This is an optimization exercise on Yosys and OpenROAD, whose aim is small area, a short achievable clock period and few clock cycles per item, not a production implementation. In this exercise RTL edits were held to simulation tests only and were not proved equivalent to the original. Power and IR drop assume default switching activity.

## flow/design.v (module list and top-level ports; edited modules follow where they fit)
// module salu_mul_enc: 14 lines
// module salu_mul_pp: 547 lines
// module salu_mul_fin: 24 lines
// module scalar_alu_pipe: 197 lines
module scalar_alu_pipe #(
   parameter int DATA_W     = 64,
   parameter int MUL_CYCLES = 4
) (
   input  logic              clock,
   input  logic              reset_n,
   input  logic              in_valid,
   output logic              in_ready,
   input  logic [salu_pkg::OP_W-1:0] in_op,
   input  logic              in_wide,
   input  logic [DATA_W-1:0] in_src0,
   input  logic [DATA_W-1:0] in_src1,
   input  logic [salu_pkg::SIMM_W-1:0] in_simm,
   input  logic [salu_pkg::SDST_W-1:0] in_sdst,
   input  logic              in_scc,
   output logic              out_valid,
   input  logic              out_ready,
   output logic [DATA_W-1:0] out_data,
   output logic [salu_pkg::SDST_W-1:0] out_sdst,
   output logic              out_wr,
   output logic              out_scc
);
  // ...
==> flow/run.sh <==
#!/bin/bash
# synth_recipe.tcl (not shown) runs the flow's synth.tcl, then flattens the netlist and writes it again
# the make line also repeats each setting of config.mk as NAME=value (left out here)
make -C /OpenROAD-flow-scripts/flow DESIGN_CONFIG=/design/flow/config.mk WORK_HOME=/design/flow/orfs CLKGATE_MAP_FILE= SYNTH_SCRIPT=/design/flow/synth_recipe.tcl finish
==> flow/config.mk <==
export PLATFORM = sky130hd
export DESIGN_NAME = scalar_alu_pipe
export DESIGN_NICKNAME = scalar_alu_pipe
export VERILOG_FILES = /design/flow/design.v
export SDC_FILE = /design/flow/constraint.sdc
export NUM_CORES = 4
export LEC_CHECK = 0
export CAP_MARGIN = 20
export CORE_MARGIN = 2
export CORE_UTILIZATION = 35
export SETUP_SLACK_MARGIN = 5
export SLEW_MARGIN = 20
==> flow/constraint.sdc <==
create_clock -name core_clock -period 9.0 [get_ports {clock}]
set_input_delay 1.8000 -clock core_clock [delete_from_list [all_inputs] [get_ports {clock}]]
set_output_delay 1.8000 -clock core_clock [all_outputs]
set_load 0.01 [all_outputs]
==> run summary, run 1 <==
run status complete, no violations; sequential power 3.99 mW; Reg2Reg Depth 10; antenna fix cells 1; uppermost routed layer met5; Psw 9.965 mW; Routed Antenna Nets 0; nonclk inv count approximately 230; count leader, synth nand2_1; fraction of area in registers 23.64%; Worst-Margin Slew 1.317 ns; TritonCTS clock tree yes; Detail Route met2 WL 71960 um; top area cells in the synthesized netlist edfxtp_1 (29%), fa_1 (9.7%), ha_1 (4.9%); drt drc 0; Net Sw Frac about 47%; clk pwr 2.02 mW; most instantiated cells after synthesis nand2_1 (418), edfxtp_1 (375), a21oi_1 (341); Worst Path Buf+Inv 3; number of global-route vias before repair 34320; Synth Area in Compound Gates 19.85%; CP Launch Type register; reg-to-reg slack, setup 4.91 ns; GPL Wtd Cong between 1 and 1.5; Multi-input comb cells 3207; crit-path most repeated cell o21ai_0; met2 usage 42.40%; Critical path origin yy[1]; GRT met3 Usage 9.579%; mux contribution to synthesized area under 10%; Synth Area in Simple Gates 12.28%; placed insts 5637
Testbench counts, summed over its fixed seeds: cycles 12,024, items 12,000.
==> run 2, diff against run 1 <==
==> flow/flow/run.sh (new file) <==
#!/bin/bash
# The standard layout (the standard.sh, unchanged synthesis and steps), with
# the port buffers that placement inserts made sky130_fd_sc_hd__buf_1 instead
# of the default delay buffer; the resizer still sizes them as timing needs.
# make's full output goes to layout.log here; each ORFS step also keeps its own
# log under orfs/logs/.
set -euo pipefail
export BUFFER_PORTS_ARGS="-buffer_cell sky130_fd_sc_hd__buf_1"
bash standard.sh > layout.log 2>&1
==> flow/standard.sh (new file) <==
#!/bin/bash
# synth_recipe.tcl (not shown) runs the flow's synth.tcl, then flattens the netlist and writes it again
# the make line also repeats each setting of config.mk as NAME=value (left out here)
make -C /OpenROAD-flow-scripts/flow DESIGN_CONFIG=/design/flow/config.mk WORK_HOME=/design/flow/orfs CLKGATE_MAP_FILE= SYNTH_SCRIPT=/design/flow/synth_recipe.tcl "${@:-finish}"
removed: flow/run.sh
==> run 2 against run 1 <==
Core utilization down 2.1 points. Highest routed layer unchanged. Maximum frequency down 0.57%. Sequential share of layout area up 1.2 points. Setup slack worse by 0.023 ns. Worst hold slack worse by 0.0015 ns. Die area unchanged. Critical endpoint is now r2_x[34]. Final cell count down 1.0%. Flip-flop and latch count unchanged. Largest cell class unchanged.
==> run summary, run 2 <==
run status complete, no violations; Worst-Margin Slew 1.146 ns (-0.1714 ns); CTS buffer count 45; GPL Wtd Cong 1.065 (+4.6%); Final Max Tran Viols 0; Routed Antenna Nets 0 (unchanged); critical path class reg -> reg; # clock sinks 378; number of global-route vias before repair 33900 (-1.2%); placed insts 5631 (-0.11%); min-delay worst type reg -> reg; initial antenna violation count 5; most frequent cells in the layout nand2_1 (408), edfxtp_1 (375), a21oi_1 (328); WL/cell 28.33 um; Synth Area in Simple Gates 12.28% (unchanged); multi-input logic area 0.02629 mm^2; die width ~340 um; HPWL after DPL 110500 um; Pre-antenna DRT Iters 7; largest family of logic cells by synthesized area compound AO/OA/AOI/OAI gates; die footprint ~0.11 mm^2; max cap viols 0; Slew Limit Headroom 23.54%; Synth Area in XOR/XNOR 9.244%; final hold vios 0; Min Clock Period, post-route between 4 and 5 ns; Seq. cell area approximately 0.011 mm^2; CP Launch Type register; Mapped Cells ~4200; Adder-Cell Fraction of Synth Area 14.59%; Syn Nets 4666; vias per cell 6.163; critical path arrival approximately 4.5 ns; CTS root buffer clkbuf_16; skew final 0.04703 ns; clk buf depth 3; Yosys warnings 1; Seq cells post-synth 378; first-pass GRT wire length 232600 um; final net count about 4800; crit share post-route between 40% and 50%; RSZ-0062 raised after global routing yes; most instantiated cells after synthesis nand2_1 (418), edfxtp_1 (375), a21oi_1 (341); Post-CTS Hold Buffers 0; average size of a mapped cell 9.279 um^2; vias after detailed routing ~36000; Synth Area in Compound Gates 19.85% (unchanged); post-route setup slack 4.884 ns; register area share after synthesis 29.32%; post-route setup TNS 0 ns; Placeable Area 0.1092 mm^2; Initial Utilization 35.41%; Synth Cell Area 0.03866 mm^2; top_reg_cell synth edfxtp_1; area grow syn2layout 18.21%; Post-synth EDFFs approximately 380; initial drt markers roughly 5200; Max FO, Critical Path 13; top area cells in the synthesized netlist edfxtp_1 (29%), fa_1 (9.7%), ha_1 (4.9%); Cell Rows 121; pwr/cell area 448.4 mW/mm^2; final wirelength 165700 um; Fillers ~11000; commonest non-fill, non-tap cell in the layout nand2_1; count leader, synth nand2_1; Synth area leader edfxtp_1; clock-pin slew on the worst setup and hold paths 0.06 ns; Final Non-Filler Cells 5849; share of layout cells above drive strength 1 16.57%; Max Freq 0.2430 GHz; I/O pins 237; Synth async-reset ratio 0.7937%; chip height 336.3 um; drt drc 0 (unchanged); GRT Total Usage 27.92%; PortBufs about 240; largest net degree at the start of global routing 158; VDD IR max 0.5592 mV; mux contribution to synthesized area 8.846% (unchanged); CP Capture Type register; Worst EP required 9.36 ns; total grt overflow 0; setup violators final 0; library cells used by synthesis 93; post-place setup slack 2.570 ns; P_leak 17.62 nW; CTS HTree Levels 2; TritonCTS clock tree yes; post-synth top area share 29.13%; Worst-Skew Late Latency 0.66 ns
==> run 2: layout make-up <==
cell class,instances,share of cell area [%]
flip-flops and latches,378,24.81
diodes,3,0.01643
multi-input cells,3205,57.53
well taps,1476,4.042
clock inverters,28,0.5476
repair inverters,1,0.01095
clock buffers,52,2.522
inverters,227,1.889
repair buffers,479,8.631
==> run 2: critical path: stages (launching register included) <==
cell,delay [ns]
edfxtp_1,0.68
ha_2,0.61
nand3_2,0.30
nor4_4,0.35
buf_4,0.21
buf_4,0.15
a2111oi_4,0.08
mux2i_4,0.24
buf_12,0.15
o2111ai_4,0.14
buf_12,0.20
nor2_1,0.08
a21oi_1,0.05
o211ai_1,0.58
==> run 2: final timing paths <==
| check | depth (start not counted) | slack [ns] | from | end |
|---|---|---|---|---|
| setup / recovery | 13 | 4.88 | a[63] | r2_x[34] |
| hold / removal | 0 | 0.42 | c_nz | r2_nz |
| setup reg to reg | 13 | 4.88 | a[63] | r2_x[34] |
| hold reg to reg | 0 | 0.42 | c_nz | r2_nz |
| max in group asynchronous | 1 | 7.89 | reset_n | r2v |
| min in group asynchronous | 1 | 0.96 | reset_n | out_valid |
==> run 2: routing by layer <==
metal	track usage, %	wire, um	up-vias
met2	40.00	66730	2581
met5	0.5106	108	-
met3	9.746	23650	545
li1	-	-	15490
met4	14.46	11330	6
met1	36.89	63860	17430
==> run 2: kinds of logic after synthesis <==
kind of cell,after synthesis
mux,242
simple gates,1047
fa+ha+maj,338
xor+xnor,408
compound gates,1169
flops,378
buf+inv,584
==> run 2: repair_timing <==
item / CTS / global route
cloned: 15 / 11
pin swaps: 21 / 60
setup endpoints to repair: 161 / 131
gates resized for setup: 192 / 171
buffers inserted: 52 / 57
==> run 2: through the flow <==
step	hold WS [ns]	util (%)	area [um^2]	total power [mW]
floorplan	0.4003	-	39210	13.28
global placement	0.4004	37.68	41130	17.44
detailed placement	0.4054	37.68	41130	17.60
CTS	0.4189	40.49	44200	19.88
global route	0.4187	41.86	45690	22.43
finish	0.4163	41.86	45700	20.49
==> run 2: power breakdown <==
part	internal (mW)	switching, mW
Sequential	3.58	0.430
Combinational	6.07	8.63
Clock	0.984	0.797
Total	10.6	9.86
==> module scalar_alu_pipe, before the edit <==
module scalar_alu_pipe #(
   parameter int DATA_W     = 64,
   parameter int MUL_CYCLES = 4
) (
   input  logic              clock,
   input  logic              reset_n,
   input  logic              in_valid,
   output logic              in_ready,
   input  logic [salu_pkg::OP_W-1:0] in_op,
   input  logic              in_wide,
   input  logic [DATA_W-1:0] in_src0,
   input  logic [DATA_W-1:0] in_src1,
   input  logic [salu_pkg::SIMM_W-1:0] in_simm,
   input  logic [salu_pkg::SDST_W-1:0] in_sdst,
   input  logic              in_scc,
   output logic              out_valid,
   input  logic              out_ready,
   output logic [DATA_W-1:0] out_data,
   output logic [salu_pkg::SDST_W-1:0] out_sdst,
   output logic              out_wr,
   output logic              out_scc
);
   logic en;
   assign en       = ~out_valid | out_ready;
   assign in_ready = en;
   logic [4:0]  dop;
   logic        d_inv, d_w, d_sum, d_shr, d_shl, d_ashr, d_mm, d_max, d_sgn;
   logic        d_fc, d_flt, d_fgt, d_feq, d_fne, d_fov, d_fscc, d_nz, d_wr, d_mul, d_imm;
   logic [3:0]  d_tt;
   assign dop = in_op;
   always_comb begin
      d_inv = 1'b0; d_sum = 1'b0; d_shr = 1'b0; d_shl = 1'b0; d_ashr = 1'b0;
      d_mm  = 1'b0; d_max = 1'b0; d_sgn = 1'b0;
      d_fc  = 1'b0; d_flt = 1'b0; d_fgt = 1'b0; d_feq = 1'b0; d_fne = 1'b0; d_fov = 1'b0;
      d_nz  = 1'b0; d_wr  = 1'b1; d_mul = 1'b0; d_imm = 1'b0;
      d_tt  = 4'b1100;
      case (dop)
         salu_pkg::OP_MOV:      d_tt = 4'b1100;
         salu_pkg::OP_NOT:      begin d_tt = 4'b0011; d_nz = 1'b1; end
         salu_pkg::OP_AND:      begin d_tt = 4'b1000; d_nz = 1'b1; end
         salu_pkg::OP_OR:       begin d_tt = 4'b1110; d_nz = 1'b1; end
         salu_pkg::OP_XOR:      begin d_tt = 4'b0110; d_nz = 1'b1; end
         salu_pkg::OP_ADD:      begin d_tt = 4'b0000; d_sum = 1'b1; d_fc = 1'b1; end
         salu_pkg::OP_SUB:      begin d_tt = 4'b0000; d_sum = 1'b1; d_inv = 1'b1; d_flt = 1'b1; end
         salu_pkg::OP_LSHL:     begin d_tt = 4'b0000; d_shl = 1'b1; d_nz = 1'b1; end
         salu_pkg::OP_LSHR:     begin d_tt = 4'b0000; d_shr = 1'b1; d_nz = 1'b1; end
         salu_pkg::OP_ASHR:     begin d_tt = 4'b0000; d_shr = 1'b1; d_ashr = 1'b1; d_nz = 1'b1; end
         salu_pkg::OP_MIN_I:    begin d_tt = 4'b0000; d_inv = 1'b1; d_mm = 1'b1; d_sgn = 1'b1; d_flt = 1'b1; end
         salu_pkg::OP_MIN_U:    begin d_tt = 4'b0000; d_inv = 1'b1; d_mm = 1'b1; d_flt = 1'b1; end
         salu_pkg::OP_MAX_I:    begin d_tt = 4'b0000; d_inv = 1'b1; d_mm = 1'b1; d_max = 1'b1; d_sgn = 1'b1; d_fgt = 1'b1; end
         salu_pkg::OP_MAX_U:    begin d_tt = 4'b0000; d_inv = 1'b1; d_mm = 1'b1; d_max = 1'b1; d_fgt = 1'b1; end
         salu_pkg::OP_CMP_EQ:   begin d_tt = 4'b0000; d_inv = 1'b1; d_wr = 1'b0; d_feq = 1'b1; end
         salu_pkg::OP_CMP_LG:   begin d_tt = 4'b0000; d_inv = 1'b1; d_wr = 1'b0; d_fne = 1'b1; end
         salu_pkg::OP_CMP_LT_I: begin d_tt = 4'b0000; d_inv = 1'b1; d_wr = 1'b0; d_sgn = 1'b1; d_flt = 1'b1; end
         salu_pkg::OP_CMP_LT_U: begin d_tt = 4'b0000; d_inv = 1'b1; d_wr = 1'b0; d_flt = 1'b1; end
         salu_pkg::OP_MOVK:     begin d_tt = 4'b1010; d_imm = 1'b1; end
         salu_pkg::OP_ADDK:     begin d_tt = 4'b0000; d_imm = 1'b1; d_sum = 1'b1; d_fov = 1'b1; end
         salu_pkg::OP_MUL_I32:  begin d_tt = 4'b0000; d_mul = 1'b1; end
         default:               begin d_tt = 4'b1100; d_wr = 1'b0; end
      endcase
      d_w    = in_wide & ~d_imm & ~d_mul;
      d_fscc = ~(d_fc | d_flt | d_fgt | d_feq | d_fne | d_fov | d_nz);
   end
   logic [15:0] bo_in, bt_in, bn_in;
   salu_mul_enc u_menc (.b(in_src1[31:0]), .one(bo_in), .two(bt_in), .ng(bn_in));
   logic        d_sext, d_sh;
   logic [31:0] a_hi;
   logic [63:0] a_in, ra_in, y_in, yy_in;
   assign d_sext = d_inv & ~d_w;
   assign d_sh   = d_shl | d_shr;
   assign a_hi   = d_w ? in_src0[63:32] : {32{in_src0[31] & (d_ashr | d_sext)}};
   always_comb
      for (int i = 0; i < 64; i++) ra_in[i] = in_src0[63-i];
   assign a_in  = d_shl ? ra_in : {a_hi, in_src0[31:0]};
   logic [63:0] y_sel;
   assign y_sel = d_imm ? {32'b0, {16{in_simm[15]}}, in_simm} : in_src1;
   assign y_in  = {d_sext ? {32{y_sel[31]}} : y_sel[63:32], y_sel[31:6],
                   y_sel[5] & ~(d_sh & ~d_w), y_sel[4:0]};
   assign yy_in = d_mul ? {16'b0, bn_in, bt_in, bo_in} : y_in ^ {64{d_inv}};
   logic        p1v;
   logic [63:0] a, yy;
   logic [3:0]  tt;
   logic        inv, w, c_sum, c_shr, c_shl, c_ashr, c_mm, c_max, c_sgn;
   logic        c_fc, c_flt, c_fgt, c_feq, c_fne, c_fov, c_fscc, c_nz, c_wr, c_mul, p1_scc;
   logic [6:0]  p1_sdst;
   always_ff @(posedge clock or negedge reset_n)
      if (!reset_n)  p1v <= 1'b0;
      else if (en)   p1v <= in_valid;
   always_ff @(posedge clock)
      if (en) begin
         a       <= a_in;
         yy      <= yy_in;
         tt      <= d_tt;
         inv     <= d_inv;
         w       <= d_w;
         c_sum   <= d_sum;
         c_shr   <= d_shr;
         c_shl   <= d_shl;
         c_ashr  <= d_ashr;
         c_mm    <= d_mm;
         c_max   <= d_max;
         c_sgn   <= d_sgn;
         c_fc    <= d_fc;
         c_flt   <= d_flt;
         c_fgt   <= d_fgt;
         c_feq   <= d_feq;
         c_fne   <= d_fne;
         c_fov   <= d_fov;
         c_fscc  <= d_fscc;
         c_nz    <= d_nz;
         c_wr    <= d_wr;
         c_mul   <= d_mul;
         p1_scc  <= in_scc;
         p1_sdst <= in_sdst;
      end
   logic [65:0] sum66;
   logic [63:0] s, p;
   logic        c64, c32, cw, lt_u, lt_i, sa, sy, eq, lt, gt, sel_a, ovf;
   assign sum66 = {1'b0, a, 1'b1} + {1'b0, yy, inv};
   assign s     = sum66[64:1];
   assign c64   = sum66[65];
   assign p     = a ^ yy;
   assign c32   = s[32] ^ p[32];
   assign cw    = w ? c64 : c32;
   assign lt_u  = ~c64;
   assign sa    = a[63];
   assign sy    = ~yy[63];
   assign lt_i  = (sa ^ sy) ? sa : lt_u;
   assign eq    = &p;
   assign lt    = c_sgn ? lt_i : lt_u;
   assign gt    = ~lt & ~eq;
   assign sel_a = c_max ? ~lt : lt;
   assign ovf   = (a[31] == yy[31]) && (s[31] != a[31]);
   logic [3:0]  tl, th;
   logic [63:0] lg;
   assign tl = c_mm ? {sel_a, 1'b1, 1'b0, ~sel_a} : tt;
   assign th = w ? tl : 4'b0000;
   always_comb begin
      for (int i = 0; i < 32; i++)  lg[i] = tl[{a[i], yy[i]}];
      for (int i = 32; i < 64; i++) lg[i] = th[{a[i], yy[i]}];
   end
   logic [5:0]  sh;
   logic        fill;
   logic [63:0] sr, rsr;
   assign sh   = yy[5:0];
   assign fill = c_ashr & a[63];
   assign sr   = 64'($signed({fill, a}) >>> sh);
   always_comb
      for (int i = 0; i < 64; i++) rsr[i] = sr[63-i];
   logic [63:0] res;
   logic        hs, hr, hl;
   assign hs = c_sum & w;
   assign hr = c_shr & w;
   assign hl = c_shl & w;
   assign res[31:0]  = lg[31:0]  | ({32{c_sum}} & s[31:0])  | ({32{c_shr}} & sr[31:0])  | ({32{c_shl}} & rsr[31:0]);
   assign res[63:32] = lg[63:32] | ({32{hs}}    & s[63:32]) | ({32{hr}}    & sr[63:32]) | ({32{hl}}    & rsr[63:32]);
   logic flag;
   assign flag = (c_fc & cw) | (c_flt & lt) | (c_fgt & gt) | (c_feq & eq) | (c_fne & ~eq) |
                 (c_fov & ovf) | (c_fscc & p1_scc);
   logic [31:0] m0, m1, m2;
   salu_mul_pp u_mpp (.a(a[31:0]), .one(yy[15:0]), .two(yy[31:16]), .ng(yy[47:32]), .row0(m0), .row1(m1), .row2(m2));
   logic        r2v, r2_mul, r2_wr, r2_nz, r2_flag;
   logic [63:0] r2_x;
   logic [31:0] r2_m0, r2_m1, r2_m2;
   logic [6:0]  r2_sdst;
   always_ff @(posedge clock or negedge reset_n)
      if (!reset_n)  r2v <= 1'b0;
      else if (en)   r2v <= p1v;
   always_ff @(posedge clock)
      if (en) begin
         r2_x    <= res;
         r2_m0   <= m0;
         r2_m1   <= m1;
         r2_m2   <= m2;
         r2_mul  <= c_mul;
         r2_wr   <= c_wr;
         r2_nz   <= c_nz;
         r2_flag <= flag;
         r2_sdst <= p1_sdst;
      end
   logic [31:0] mp;
   logic [63:0] e2_data;
   logic        e2_scc;
   salu_mul_fin u_mfin (.row0(r2_m0), .row1(r2_m1), .row2(r2_m2), .p(mp));
   assign e2_data = r2_mul ? {32'b0, mp} : r2_x;
   assign e2_scc  = r2_nz ? (r2_x != '0) : r2_flag;
   always_ff @(posedge clock or negedge reset_n)
      if (!reset_n)  out_valid <= 1'b0;
      else if (en)   out_valid <= r2v;
   always_ff @(posedge clock)
      if (en) begin
         out_data <= e2_data;
         out_sdst <= r2_sdst;
         out_wr   <= r2_wr;
         out_scc  <= e2_scc;
      end
endmodule
==> run 3, diff against run 2 <==
--- a/flow/design.v
+++ b/flow/design.v
@@ -699,9 +699,10 @@
    logic        p1v;
    logic [63:0] a, yy;
    logic [3:0]  tt;
-   logic        inv, w, c_sum, c_shr, c_shl, c_ashr, c_mm, c_max, c_sgn;
+   logic        inv, w, c_sum, c_shr, c_shl, c_ashr, c_mm, c_max;
    logic        c_fc, c_flt, c_fgt, c_feq, c_fne, c_fov, c_fscc, c_nz, c_wr, c_mul, p1_scc;
    logic [6:0]  p1_sdst;
+   logic        c_fz, c_fv;
    always_ff @(posedge clock or negedge reset_n)
       if (!reset_n)  p1v <= 1'b0;
       else if (en)   p1v <= in_valid;
@@ -718,7 +719,6 @@
          c_ashr  <= d_ashr;
          c_mm    <= d_mm;
          c_max   <= d_max;
-         c_sgn   <= d_sgn;
          c_fc    <= d_fc;
          c_flt   <= d_flt;
          c_fgt   <= d_fgt;
@@ -731,10 +731,12 @@
          c_mul   <= d_mul;
          p1_scc  <= in_scc;
          p1_sdst <= in_sdst;
+         c_fz    <= d_sgn & (a_in[63] ^ y_in[63]);
+         c_fv    <= a_in[63];
       end
    logic [65:0] sum66;
    logic [63:0] s, p;
-   logic        c64, c32, cw, lt_u, lt_i, sa, sy, eq, lt, gt, sel_a, ovf;
+   logic        c64, c32, cw, lt_u, eq, lt, gt, sel_a, ovf;
    assign sum66 = {1'b0, a, 1'b1} + {1'b0, yy, inv};
    assign s     = sum66[64:1];
    assign c64   = sum66[65];
@@ -742,13 +744,10 @@
    assign c32   = s[32] ^ p[32];
    assign cw    = w ? c64 : c32;
    assign lt_u  = ~c64;
-   assign sa    = a[63];
-   assign sy    = ~yy[63];
-   assign lt_i  = (sa ^ sy) ? sa : lt_u;
    assign eq    = &p;
-   assign lt    = c_sgn ? lt_i : lt_u;
+   assign lt    = c_fz ? c_fv : lt_u;
    assign gt    = ~lt & ~eq;
-   assign sel_a = c_max ? ~lt : lt;
+   assign sel_a = c_max ^ lt;
    assign ovf   = (a[31] == yy[31]) && (s[31] != a[31]);
    logic [3:0]  tl, th;
    logic [63:0] lg;
==> run 3 against run 2 <==
Register-to-register slack barely moved. Maximum frequency rose by 0.13%. Synthesized cell count fell by 1.4%. Setup slack improved by 0.0053 ns. Critical path depth fell by 4. Sequential share of layout area rose by 0.26 points. Clock skew fell by 0.0056 ns. First-iteration DRC count fell by 3.4%. Largest power group unchanged. Highest routed layer unchanged.
==> run summary, run 3 <==
die footprint 0.1121 mm^2 (-0.92%); top_reg_cell synth edfxtp_1; final hold vios 0 (unchanged); total chip power 20.12 mW (-1.8%); Cell Rows 121 (unchanged); clock-pin slew on the worst setup and hold paths 0.06 ns (about the same); Worst EP required 9.30 ns (-0.06 ns); register area share after synthesis 29.60% (+0.27 points); WL met3 22290 um (-5.7%); Worst-Margin Slew 1.314 ns (+0.1683 ns); post-route setup slack 4.890 ns (+0.005300 ns); CTS buffer count 47 (+4.4%); crit share post-route 45.67% (-0.059 points); GPL Wtd Cong 1.050 (-1.4%); initial drt markers 5033 (-3.4%); skew final 0.04140 ns (-0.005623 ns); Worst-Skew Late Latency 0.67 ns (about the same); chip height 334.8 um (-0.46%); critical path arrival 4.41 ns (-0.06 ns); HPWL after DPL 113900 um (+3.1%); Post-synth EDFFs 375 (unchanged); max cap viols 0 (unchanged); Seq cells post-synth 378 (unchanged); Synth Area in Simple Gates 12.20% (-0.085 points); CTS root buffer clkbuf_16; Detail Route met2 WL 69590 um (+4.3%); commonest non-fill, non-tap cell in the layout nand2_1; Mapped Cells 4108 (-1.4%); Post-CTS Hold Buffers 0 (unchanged); met1 wire length 67190 um (+5.2%); Final Non-Filler Cells 5756 (-1.6%); # clock sinks 378 (unchanged); total grt overflow 0 (unchanged); first-pass GRT wire length 239000 um (+2.8%); uppermost routed layer met5; Fillers 10590 (-1.0%); post-route setup TNS 0 ns (unchanged); Max FO, Critical Path 13 (unchanged); Routed Antenna Nets 0 (unchanged); Initial Utilization 35.23% (-0.18 points); Synth Area in XOR/XNOR 9.445% (+0.20 points); mux contribution to synthesized area 8.383% (-0.46 points); WL/cell 29.44 um (+3.9%); Placeable Area 0.1087 mm^2 (-0.42%); RSZ-0062 raised after global routing yes; number of global-route vias before repair 33440 (-1.3%); initial antenna violation count 10 (+5); final core utilization 41.61% (-0.26 points); Synth async-reset ratio 0.7937% (unchanged); area grow syn2layout 18.09% (about the same); run status complete, no violations; final instance area 0.04523 mm^2 (-1.0%); Slew Limit Headroom 11.47% (-12 points); Pre-antenna DRT Iters 12 (+5); share of layout cells above drive strength 1 16.23% (-0.34 points); Adder-Cell Fraction of Synth Area 14.73% (+0.14 points); I/O pins 237 (unchanged); clk buf depth 3 (unchanged); Yosys warnings 1 (unchanged); vias after detailed routing 35610 (-1.2%); PortBufs 236 (unchanged); library cells used by synthesis 88 (-5.4%); P_leak 17.60 nW (-0.13%); VDD IR max 0.5294 mV (-5.3%); CTS HTree Levels 2 (unchanged); GRT Total Usage 29.20% (+1.3 points); top area cells in the synthesized netlist edfxtp_1 (29%), fa_1 (9.8%), xnor2_1 (5.1%); setup violators final 0 (unchanged); largest net degree at the start of global routing 87 (-45%); Final Max Tran Viols 0 (unchanged); min-delay worst type reg -> reg; final net count 4799 (-0.79%); Synth Cell Area 0.03830 mm^2 (-0.93%); Synth Area in Compound Gates 19.87% (about the same); final hold slack 0.4207 ns (+0.004428 ns); largest family of logic cells by synthesized area compound AO/OA/AOI/OAI gates; critical path class reg -> reg; most instantiated cells after synthesis nand2_1 (473), edfxtp_1 (375), a21oi_1 (283); most frequent cells in the layout nand2_1 (472), edfxtp_1 (375), a21oi_1 (261); average size of a mapped cell 9.323 um^2 (+0.47%); post-place setup slack 3.819 ns (+1.250 ns); area post-placement 0.04067 mm^2 (-1.1%); TritonCTS clock tree yes; Max Freq 0.2433 GHz (+0.13%); Synth area leader edfxtp_1; count leader, synth nand2_1; drt drc 0 (unchanged); final wirelength 169400 um (+2.3%); vias per cell 6.186 (+0.36%); placed insts 5514 (-2.1%); CP Capture Type register; Min Clock Period, post-route 4.110 ns (-0.005300 ns); pwr/cell area 444.9 mW/mm^2 (-0.79%); die width 334.8 um (-0.46%); CP Launch Type register; post-synth top area share 29.40% (+0.27 points); Syn Nets 4608 (-1.2%)
## run 3: changes by cell type after synthesis, sizes merged, moves of 25 or more
cell    delta
o21ai     +67
nor2      -25
o211ai    -33
a21oi     -57
nand2     +57
## run 3: final cells by class
| class | instances | area (um^2) | share of cell area [%] |
|---|---|---|---|
| well taps | 1414 | 1769 | 3.912 |
| multi-input cells | 3162 | 25810 | 57.08 |
| flip-flops and latches | 378 | 11340 | 25.06 |
| clock buffers | 50 | 1209 | 2.672 |
| repair buffers | 482 | 3826 | 8.460 |
| clock inverters | 38 | 402.9 | 0.8908 |
| diodes | 4 | 10.01 | 0.02213 |
| inverters | 228 | 860.8 | 1.903 |
## run 3: repair_timing
item	in CTS	in global routing
resized for setup	195	114
pin swaps	32	32
setup buffers	94	29
cloned	22	5
setup endpoints to repair	213	123
## run 3: per-layer routing
layer | track usage, % | vias to the layer above
met5 | 0 | -
met4 | 14.00 | 8
met3 | 8.535 | 497
met2 | 42.02 | 2501
met1 | 40.01 | 17320
li1 | - | 15280
## run 3: kinds of logic (layout without fill, tap and decap cells)
group                    after synthesis  after routing
AND/OR/NAND/NOR                     1041           1044
flip-flops                           378            378
AO/OA/AOI/OAI                       1146           1148
XOR/XNOR                             413            413
adder cells (fa/ha/maj)              338            338
multiplexers                         219            219
other                                  0              4
buffers and inverters                573            798
## run 3: path summary, 6_finish.rpt
kind | start | endpoint | slack, ns | cells after the start
worst min-delay path | r2_sdst[2] | out_sdst[2] | 0.42 | 0
worst max-delay path | yy[0] | r2_x[7] | 4.89 | 9
worst min register to register | r2_sdst[2] | out_sdst[2] | 0.42 | 0
min in group asynchronous | reset_n | p1v | 0.96 | 1
max in group asynchronous | reset_n | out_valid | 7.89 | 1
worst max register to register | yy[0] | r2_x[7] | 4.89 | 9
## run 3: power by group
part | leakage [nW] | internal [mW] | switching (mW)
sequential | 3.86 | 3.56 | 0.454
combinational | 13.0 | 5.86 | 8.23
clock | 0.775 | 1.14 | 0.875
total | 17.6 | 10.6 | 9.55
## run 3: critical path, stage by stage (launching register included)
cell       delay [ns]
edfxtp_1         0.44
buf_6            0.17
bufbuf_16        0.34
mux4_2           0.61
nand2_1          0.10
nand2_1          0.08
o21ai_0          0.38
o21ai_0          0.49
a222oi_1         0.80
o221ai_1         0.36
Testbench counts of run 3, summed over its fixed seeds: cycles 12,024, items 12,000.
==> run 4, diff against run 3 <==
==> flow/flow/run.sh (replaced) <==
#!/bin/bash
set -euo pipefail
export BUFFER_PORTS_ARGS="-buffer_cell sky130_fd_sc_hd__buf_1"
export SETUP_SLACK_MARGIN=5.15
bash standard.sh > layout.log 2>&1
--- a/flow/config.mk
+++ b/flow/config.mk
@@ -8,5 +8,4 @@
 export CAP_MARGIN = 20
 export CORE_MARGIN = 2
 export CORE_UTILIZATION = 35
-export SETUP_SLACK_MARGIN = 5
 export SLEW_MARGIN = 20
==> run 4 against run 3 <==
Still clean. Setup slack worse by 0.094 ns. Clock-buffer cell count up 2. Total power up 3.8%. Highest routed layer unchanged. Critical path type unchanged. Core utilization up 1.1 points. Clock power up 7%. Via count up 0.72%. Flip-flop and latch count unchanged. Die area unchanged. Combinational power up 4%. Clock skew up 0.011 ns.
==> run summary, run 4 <==
min-delay worst type reg -> reg; Min Clock Period, post-route 4.205 ns (+0.09422 ns); CP Launch Type register; CTS buffer count 47 (unchanged); Post-synth EDFFs 375 (unchanged); register area share after synthesis 29.60% (unchanged); final net count 4823 (+0.50%); post-synth top area share 29.40% (unchanged); Synth async-reset ratio 0.7937% (unchanged); max cap viols 0 (unchanged); post-route setup slack 4.795 ns (-0.09422 ns); placed insts 5511 (-0.054%); Post-CTS Hold Buffers 0 (unchanged); first-pass GRT wire length 239200 um (about the same); area grow syn2layout 21.30%; count leader, synth nand2_1; final hold vios 0 (unchanged); GPL Wtd Cong 1.033 (-1.6%); average size of a mapped cell 9.323 um^2 (unchanged); final core utilization 42.74% (+1.1 points); total chip power 20.89 mW (+3.8%); GRT Total Usage 29.14% (-0.067 points); critical path arrival 4.53 ns (+0.12 ns); GRT busiest layer met2; CP Capture Type register; Synth Cell Area 0.03830 mm^2 (unchanged); largest net degree at the start of global routing 169 (+94%); CP cell instances buf_12 > buf_4 > buf_12 > buf_4 > bufbuf_16 > mux4_2 > mux2i_1 > o21ai_0 > a211oi_1 > a21oi_1 > a222oi_1 > o221ai_1; CTS root buffer clkbuf_16; vias after detailed routing 35860 (+0.72%); Synth area leader edfxtp_1; met1 Use GR 39.93% (-0.083 points); critical path class reg -> reg; CP max stage cell a222oi_1; commonest non-fill, non-tap cell in the layout nand2_1; Final Non-Filler Cells 5776 (+0.35%); die width 334.8 um (unchanged); Worst-Margin Slew 1.270 ns (-0.04424 ns); Worst EP required 9.32 ns (+0.02 ns); most instantiated cells after synthesis nand2_1 (473), edfxtp_1 (375), a21oi_1 (283); chip height 334.8 um (unchanged); post-route setup TNS 0 ns (unchanged); GRT met3 Usage 8.316% (-0.22 points); total grt overflow 0 (unchanged); post-place setup slack 3.630 ns (-0.1893 ns); final wirelength 171100 um (+0.98%); Slew Limit Headroom 14.63% (+3.2 points); Seq cells post-synth 378 (unchanged); Final Max Tran Viols 0 (unchanged); TritonCTS clock tree yes; drt drc 0 (unchanged); VDD IR max 0.6603 mV (+25%); die footprint 0.1121 mm^2 (unchanged); number of global-route vias before repair 33720 (+0.81%); Yosys warnings 1 (unchanged); initial antenna violation count 12 (+2); skew final 0.05197 ns (+0.01057 ns); vias per cell 6.208 (+0.37%); Initial Utilization 35.23% (unchanged); HPWL after DPL 114500 um (+0.53%); Pre-antenna DRT Iters 10 (-2); run status complete, no violations; final hold slack 0.4177 ns (-0.003050 ns); WL/cell 29.62 um (+0.63%); most frequent cells in the layout nand2_1 (471), edfxtp_1 (375), nor2_1 (253); setup violators final 0 (unchanged); top area cells in the synthesized netlist edfxtp_1 (29%), fa_1 (9.8%), xnor2_1 (5.1%); Worst-Skew Late Latency 0.67 ns (about the same); share of layout cells above drive strength 1 19.52% (+3.3 points); Cell Rows 121 (unchanged); crit share post-route 46.72% (+1.0 points); PortBufs 236 (unchanged); initial drt markers 5198 (+3.3%); I/O pins 237 (unchanged); final instance area 0.04646 mm^2 (+2.7%); area post-placement 0.04073 mm^2 (+0.17%); library cells used by synthesis 88 (unchanged); clk buf depth 3 (unchanged); Placeable Area 0.1087 mm^2 (unchanged); Max Freq 0.2378 GHz (-2.2%); RSZ-0062 raised after global routing yes; Routed Antenna Nets 0 (unchanged); clock-pin slew on the worst setup and hold paths 0.07 ns (about the same); CTS HTree Levels 2 (unchanged); # clock sinks 378 (unchanged); met2 usage 41.48% (-0.54 points); Syn Nets 4608 (unchanged); top_reg_cell synth edfxtp_1; Mapped Cells 4108 (unchanged); P_leak 17.91 nW (+1.8%); Fillers 10420 (-1.5%); Max FO, Critical Path 25 (+12); pwr/cell area 449.7 mW/mm^2 (+1.1%); Critical Path Max Stage Delay 0.76 ns (-0.04 ns)
[run 4: cells by family (layout without fill, tap and decap cells)]
logic type | Yosys count | count (layout) | share of synthesized area, %
fa+ha+maj | 338 | 338 | 14.73
other cells | 0 | 3 | 0
xor+xnor | 413 | 413 | 9.445
flops | 378 | 378 | 29.60
compound gates | 1146 | 1149 | 19.87
simple gates | 1041 | 1041 | 12.20
mux | 219 | 219 | 8.383
buf+inv | 573 | 821 | 5.776
[run 4: repair_timing]
action	in CTS	in global routing
buffers inserted	97	48
endpoints found under the setup margin	201	133
pin swaps	52	60
resized for setup	282	185
cloned	21	11
[run 4: path summary, 6_finish.rpt]
path                              start       end  slack, ns  depth (start not counted)
worst max-delay path              yy[0]  r2_x[23]       4.80                         12
worst min-delay path               c_nz     r2_nz       0.42                          0
worst max register to register    yy[0]  r2_x[23]       4.80                         12
worst min register to register     c_nz     r2_nz       0.42                          0
max in group asynchronous       reset_n       p1v       7.90                          1
min in group asynchronous       reset_n       r2v       0.95                          1
[run 4: final cells by class]
class / count / area [um^2] / share of cell area, %
inverter: 228 / 858.3 / 1.848
multi-input combinational: 3160 / 26450 / 56.93
timing repair buffer: 508 / 4324 / 9.308
tap: 1414 / 1769 / 3.808
sequential: 378 / 11340 / 24.40
clock inverter: 33 / 496.7 / 1.069
antenna: 3 / 7.507 / 0.01616
clock buffer: 52 / 1216 / 2.618
[run 4: routing by layer]
| metal | part of all wire (%) | wire length, um |
|---|---|---|
| met1 | 39 | 66970 |
| met2 | 41 | 70210 |
| met3 | 13 | 22910 |
| met4 | 6.4 | 10990 |
| met5 | 0.015 | 26 |
[run 4: worst max-delay path: cells and delay by family, from the launching register on]
kind            cells  cell delay, ns
compound gates      5            1.99
buf+inv             5            0.96
flops               1            0.44
mux                 2            0.48
[run 4: report_power, final]
group | switching [mW] | leakage, nW | internal (mW)
logic | 8.46 | 13.2 | 6.24
registers | 0.478 | 3.86 | 3.57
clock network | 0.851 | 0.809 | 1.30
total | 9.79 | 17.9 | 11.1
==> run 5, diff against run 4 <==
--- a/flow/design.v
+++ b/flow/design.v
@@ -759,25 +759,23 @@
    end
    logic [5:0]  sh;
    logic        fill;
-   logic [63:0] sr, rsr;
+   logic [63:0] sr;
    assign sh   = yy[5:0];
    assign fill = c_ashr & a[63];
    assign sr   = 64'($signed({fill, a}) >>> sh);
-   always_comb
-      for (int i = 0; i < 64; i++) rsr[i] = sr[63-i];
    logic [63:0] res;
-   logic        hs, hr, hl;
+   logic        hs, hr, lr;
    assign hs = c_sum & w;
-   assign hr = c_shr & w;
-   assign hl = c_shl & w;
-   assign res[31:0]  = lg[31:0]  | ({32{c_sum}} & s[31:0])  | ({32{c_shr}} & sr[31:0])  | ({32{c_shl}} & rsr[31:0]);
-   assign res[63:32] = lg[63:32] | ({32{hs}}    & s[63:32]) | ({32{hr}}    & sr[63:32]) | ({32{hl}}    & rsr[63:32]);
+   assign hr = (c_shr & w) | c_shl;
+   assign lr = c_shr | (c_shl & w);
+   assign res[31:0]  = lg[31:0]  | ({32{c_sum}} & s[31:0])  | ({32{lr}} & sr[31:0]);
+   assign res[63:32] = lg[63:32] | ({32{hs}}    & s[63:32]) | ({32{hr}} & sr[63:32]);
    logic flag;
    assign flag = (c_fc & cw) | (c_flt & lt) | (c_fgt & gt) | (c_feq & eq) | (c_fne & ~eq) |
                  (c_fov & ovf) | (c_fscc & p1_scc);
    logic [31:0] m0, m1, m2;
    salu_mul_pp u_mpp (.a(a[31:0]), .one(yy[15:0]), .two(yy[31:16]), .ng(yy[47:32]), .row0(m0), .row1(m1), .row2(m2));
-   logic        r2v, r2_mul, r2_wr, r2_nz, r2_flag;
+   logic        r2v, r2_mul, r2_shl, r2_wr, r2_nz, r2_flag;
    logic [63:0] r2_x;
    logic [31:0] r2_m0, r2_m1, r2_m2;
    logic [6:0]  r2_sdst;
@@ -791,6 +789,7 @@
          r2_m1   <= m1;
          r2_m2   <= m2;
          r2_mul  <= c_mul;
+         r2_shl  <= c_shl;
          r2_wr   <= c_wr;
          r2_nz   <= c_nz;
          r2_flag <= flag;
@@ -800,7 +799,10 @@
    logic [63:0] e2_data;
    logic        e2_scc;
    salu_mul_fin u_mfin (.row0(r2_m0), .row1(r2_m1), .row2(r2_m2), .p(mp));
-   assign e2_data = r2_mul ? {32'b0, mp} : r2_x;
+   logic [63:0] rx;
+   always_comb
+      for (int i = 0; i < 64; i++) rx[i] = r2_x[63-i];
+   assign e2_data = r2_mul ? {32'b0, mp} : r2_shl ? rx : r2_x;
    assign e2_scc  = r2_nz ? (r2_x != '0) : r2_flag;
    always_ff @(posedge clock or negedge reset_n)
       if (!reset_n)  out_valid <= 1'b0;
==> flow/flow/run.sh (replaced) <==
#!/bin/bash
# The standard layout (the standard.sh, unchanged synthesis and steps), with
# the port buffers that placement inserts made sky130_fd_sc_hd__buf_1 instead
# of the default delay buffer; the resizer still sizes them as timing needs.
# make's full output goes to layout.log here; each ORFS step also keeps its own
# log under orfs/logs/.
set -euo pipefail
export BUFFER_PORTS_ARGS="-buffer_cell sky130_fd_sc_hd__buf_1"
bash standard.sh > layout.log 2>&1
--- a/flow/config.mk
+++ b/flow/config.mk
@@ -8,4 +8,5 @@
 export CAP_MARGIN = 20
 export CORE_MARGIN = 2
 export CORE_UTILIZATION = 35
+export SETUP_SLACK_MARGIN = 5
 export SLEW_MARGIN = 20
==> run 5 against run 4 <==
Worst hold slack got worse by 0.039 ns. Total power barely moved. Routed wire length fell by 4.9%. Critical endpoint is now r2_x[38]. Largest cell class unchanged. Largest power group unchanged.
==> run summary, run 5 <==
final net count 4725 (-2.0%); Worst-Skew Late Latency 0.68 ns (about the same); Initial Utilization 35.29% (+0.052 points); Syn Nets 4480 (-2.8%); Slew Limit Headroom 24.01% (+9.4 points); chip height 332.5 um (-0.68%); max cap viols 0 (unchanged); Seq pwr share 19.5% (about the same); register area share after synthesis 30.09% (+0.49 points); VDD IR max 0.7458 mV (+13%); HPWL after DPL 110000 um (-4.0%); Pre-antenna DRT Iters 6 (-4); post-route setup TNS 0 ns (unchanged); final hold slack 0.3791 ns (-0.03856 ns); final wirelength 162700 um (-4.9%); post-synth top area share 29.89% (+0.49 points); CTS HTree Levels 2 (unchanged); die width 332.5 um (-0.68%); crit-path most repeated cell or4_4; die footprint 0.1106 mm^2 (-1.4%); skew final 0.09230 ns (+0.04033 ns); Worst Path Buf+Inv 1 (-4); commonest non-fill, non-tap cell in the layout edfxtp_1; critical hold path startpoint r2_sdst[1]; # clock sinks 379 (+0.26%); initial antenna violation count 12 (unchanged); logic gate share of total power 70.9% (+0.5 points); Worst-Margin Slew 1.140 ns (-0.1299 ns); Mapped Cells 3980 (-3.1%); clock-pin slew on the worst setup and hold paths 0.07 ns (about the same); Routed Antenna Nets 0 (unchanged); TritonCTS clock tree yes; pwr/cell area 456.1 mW/mm^2 (+1.4%); crit share post-route 49.41% (+2.7 points); top area cells in the synthesized netlist edfxtp_1 (30%), fa_1 (10%), xnor2_1 (5.7%); mux contribution to synthesized area 10.30% (+1.9 points); drt drc 0 (unchanged); I/O pins 237 (unchanged); PortBufs 236 (unchanged); Max FO, Critical Path 8 (-68%); RSZ-0062 raised after global routing yes; P_leak 18.00 nW (+0.49%); Synth Cell Area 0.03777 mm^2 (-1.4%); Fillers 10360 (-0.59%); top_reg_cell synth edfxtp_1; Synth Area in XOR/XNOR 9.738% (+0.29 points); setup violators final 0 (unchanged); WL/cell 28.71 um (-3.1%); Placeable Area 0.1071 mm^2 (-1.5%); Critical Path Max Stage Delay 0.62 ns (-0.14 ns); vias after detailed routing 34470 (-3.9%); Final Max Tran Viols 0 (unchanged); CP max stage cell or4_4; min-delay worst type reg -> reg; vias per cell 6.085 (-2.0%); count leader, synth edfxtp_1; delay-heaviest family, CP simple AND/OR/NAND/NOR gates; area grow syn2layout 21.19% (about the same); largest net degree at the start of global routing 147 (-13%); Post-CTS Hold Buffers 0 (unchanged); clk buf depth 3 (unchanged); Adder-Cell Fraction of Synth Area 14.93% (+0.20 points); total grt overflow 0 (unchanged); clock share of power 9.6% (-0.7 points); CTS root buffer clkbuf_16; critical path arrival 4.96 ns (+0.43 ns); initial drt markers 4572 (-12%); Seq cells post-synth 379 (+0.26%); GRT Total Usage 28.51% (-0.63 points); Synth Area in Compound Gates 18.61% (-1.3 points); average size of a mapped cell 9.491 um^2 (+1.8%); GPL Wtd Cong 1.007 (-2.5%); run status complete, no violations; Max Freq 0.2249 GHz (-5.4%); P_int 10.94 mW (-1.5%); share of layout cells above drive strength 1 18.55% (-0.97 points); critical path class reg -> reg; Yosys warnings 1 (unchanged); Min Clock Period, post-route 4.447 ns (+0.2423 ns); CP Capture Type register; Worst EP required 9.51 ns (+0.19 ns); Cell Rows 120 (-0.83%); Critical path origin yy[58]; Post-synth EDFFs 376 (+0.27%); first-pass GRT wire length 231800 um (-3.1%); Psw 9.942 mW (+1.6%); CP cell instances ha_4 > nand4_4 > or4_4 > nor4_4 > nor4b_4 > a221oi_4 > and3_4 > or4_4 > buf_12 > or2_4 > mux4_2 > nand3_2; number of global-route vias before repair 32970 (-2.2%); Synth area leader edfxtp_1; final hold vios 0 (unchanged); Net Sw Frac 47.62% (+0.77 points); CTS buffer count 47 (unchanged); largest family of logic cells by synthesized area compound AO/OA/AOI/OAI gates; library cells used by synthesis 80 (-9.1%); most instantiated cells after synthesis edfxtp_1 (376), nand2_1 (354), nor2_1 (302); most frequent cells in the layout edfxtp_1 (376), nand2_1 (334), nor2_1 (286); CP Launch Type register; Synth Area in Simple Gates 10.58% (-1.6 points); Synth async-reset ratio 0.7916% (-0.0021 points); reg2reg start yy[58]; final core utilization 42.76% (about the same)
## run 5: final timing paths
kind                       slack (ns)           to  cells after the start
max in group asynchronous        7.91    out_valid                      1
max reg2reg                      4.55     r2_x[38]                     12
max                              4.55     r2_x[38]                     12
min in group asynchronous        0.93          p1v                      1
min                              0.38  out_sdst[1]                      0
min reg2reg                      0.38  out_sdst[1]                      0
## run 5: what timing repair did
item                                    4_1_cts  5_1_grt
pin swaps                                    93       75
endpoints found under the setup margin      180      128
setup buffers                               135       31
cloned                                       21        6
gates resized for setup                     297      145
## run 5: cell families after synthesis
logic type                 count (synthesis)
AOI/OAI and AO/OA                       1095
xor gates and xnor gates                 420
adders and majority gates                338
buffers and inverters                    571
DFF                                      379
muxes                                    281
and+or+nand+nor                          896
## run 5: final cells by class
class                           count  area [um^2]  share of cell area, %
Tap cell                         1403         1755                  3.835
Clock inverter                     33        404.1                 0.8828
Inverter                          231        869.6                  1.900
Timing Repair Buffer              536         4342                  9.484
Clock buffer                       50         1187                  2.594
Multi-Input combinational cell   3030        25850                  56.46
Antenna cell                        3        7.507                0.01640
Sequential cell                   379        11370                  24.83
## run 5: per-layer routing
layer	GRT usage, %	up-vias	wire (um)
met5	0	-	104
met4	13.91	16	10020
met3	8.926	498	21130
met2	41.19	2232	67030
met1	38.44	16850	64380
li1	-	14870	-
## run 5: power by group through the flow
stage | registers [mW] | clock network [mW] | logic [mW]
5_1_grt | 4.11 | 2.11 | 17.0
3_5_place_dp | 4.16 | 0 | 13.1
6_report | 4.07 | 2.01 | 14.8
2_1_floorplan | 3.98 | 0 | 9.13
4_1_cts | 4.05 | 2.05 | 14.4
3_3_place_gp | 4.15 | 0 | 12.9
## run 5: through the flow
step | cells | setup WS, ns | power, mW | instance area (um^2)
global route | 5665 | 4.479 | 23.19 | 45780
detailed placement | 5386 | 2.762 | 17.31 | 40170
global placement | 5385 | 2.408 | 17.07 | 40150
floorplan | 3980 | 2.767 | 13.10 | 38130
CTS | 5625 | 4.644 | 20.46 | 44820
finish | 5665 | 4.553 | 20.88 | 45780
Testbench counts of run 5, summed over its fixed seeds: cycles 12,024, items 12,000.

-- re-timing with driven ports --
The flow's constraints put no driver on any port. The routed layouts listed below were extracted and timed again, unchanged, in two steps. Step 1 assumes that a clkbuf_16 drives the clock port and a buf_2 every other input. Step 2 adds t to the input delays and takes it off the output delays; t is the mean of the earliest and latest rising clock arrival at the registers after step 1. Input paths then give back, and output paths get back, about the clock's delay inside the block. a / b / c = ideal ports / drivers / drivers and shift; a / b = the first two.
| run | shift t [ns] | slack for setup (ns) | hold WS [ns] | worst setup path at the end | worst register clock-pin slew, ns |
|---|---|---|---|---|---|
| run 1 | 0.708 | 4.908 / 4.908 / 4.595 | 0.418 / 0.418 / 0.418 | input to register | 0.08 / 0.08 |
| run 2 | 0.698 | 4.884 / 4.884 / 4.581 | 0.416 / 0.416 / 0.416 | input to register | 0.07 / 0.07 |
| run 3 | 0.726 | 4.890 / 4.890 / 4.432 | 0.421 / 0.421 / 0.421 | input to register | 0.09 / 0.09 |
| run 4 | 0.719 | 4.795 / 4.795 / 4.623 | 0.418 / 0.418 / 0.418 | input to register | 0.08 / 0.08 |
| run 5 | 0.706 | 4.553 / 4.553 / 4.516 | 0.379 / 0.379 / 0.379 | input to register | 0.07 / 0.07 |
After both steps setup and hold are still met in every run listed. The setup slack of run 3, which loses most, moves by 0.000 ns with the drivers and by -0.458 ns with both steps.
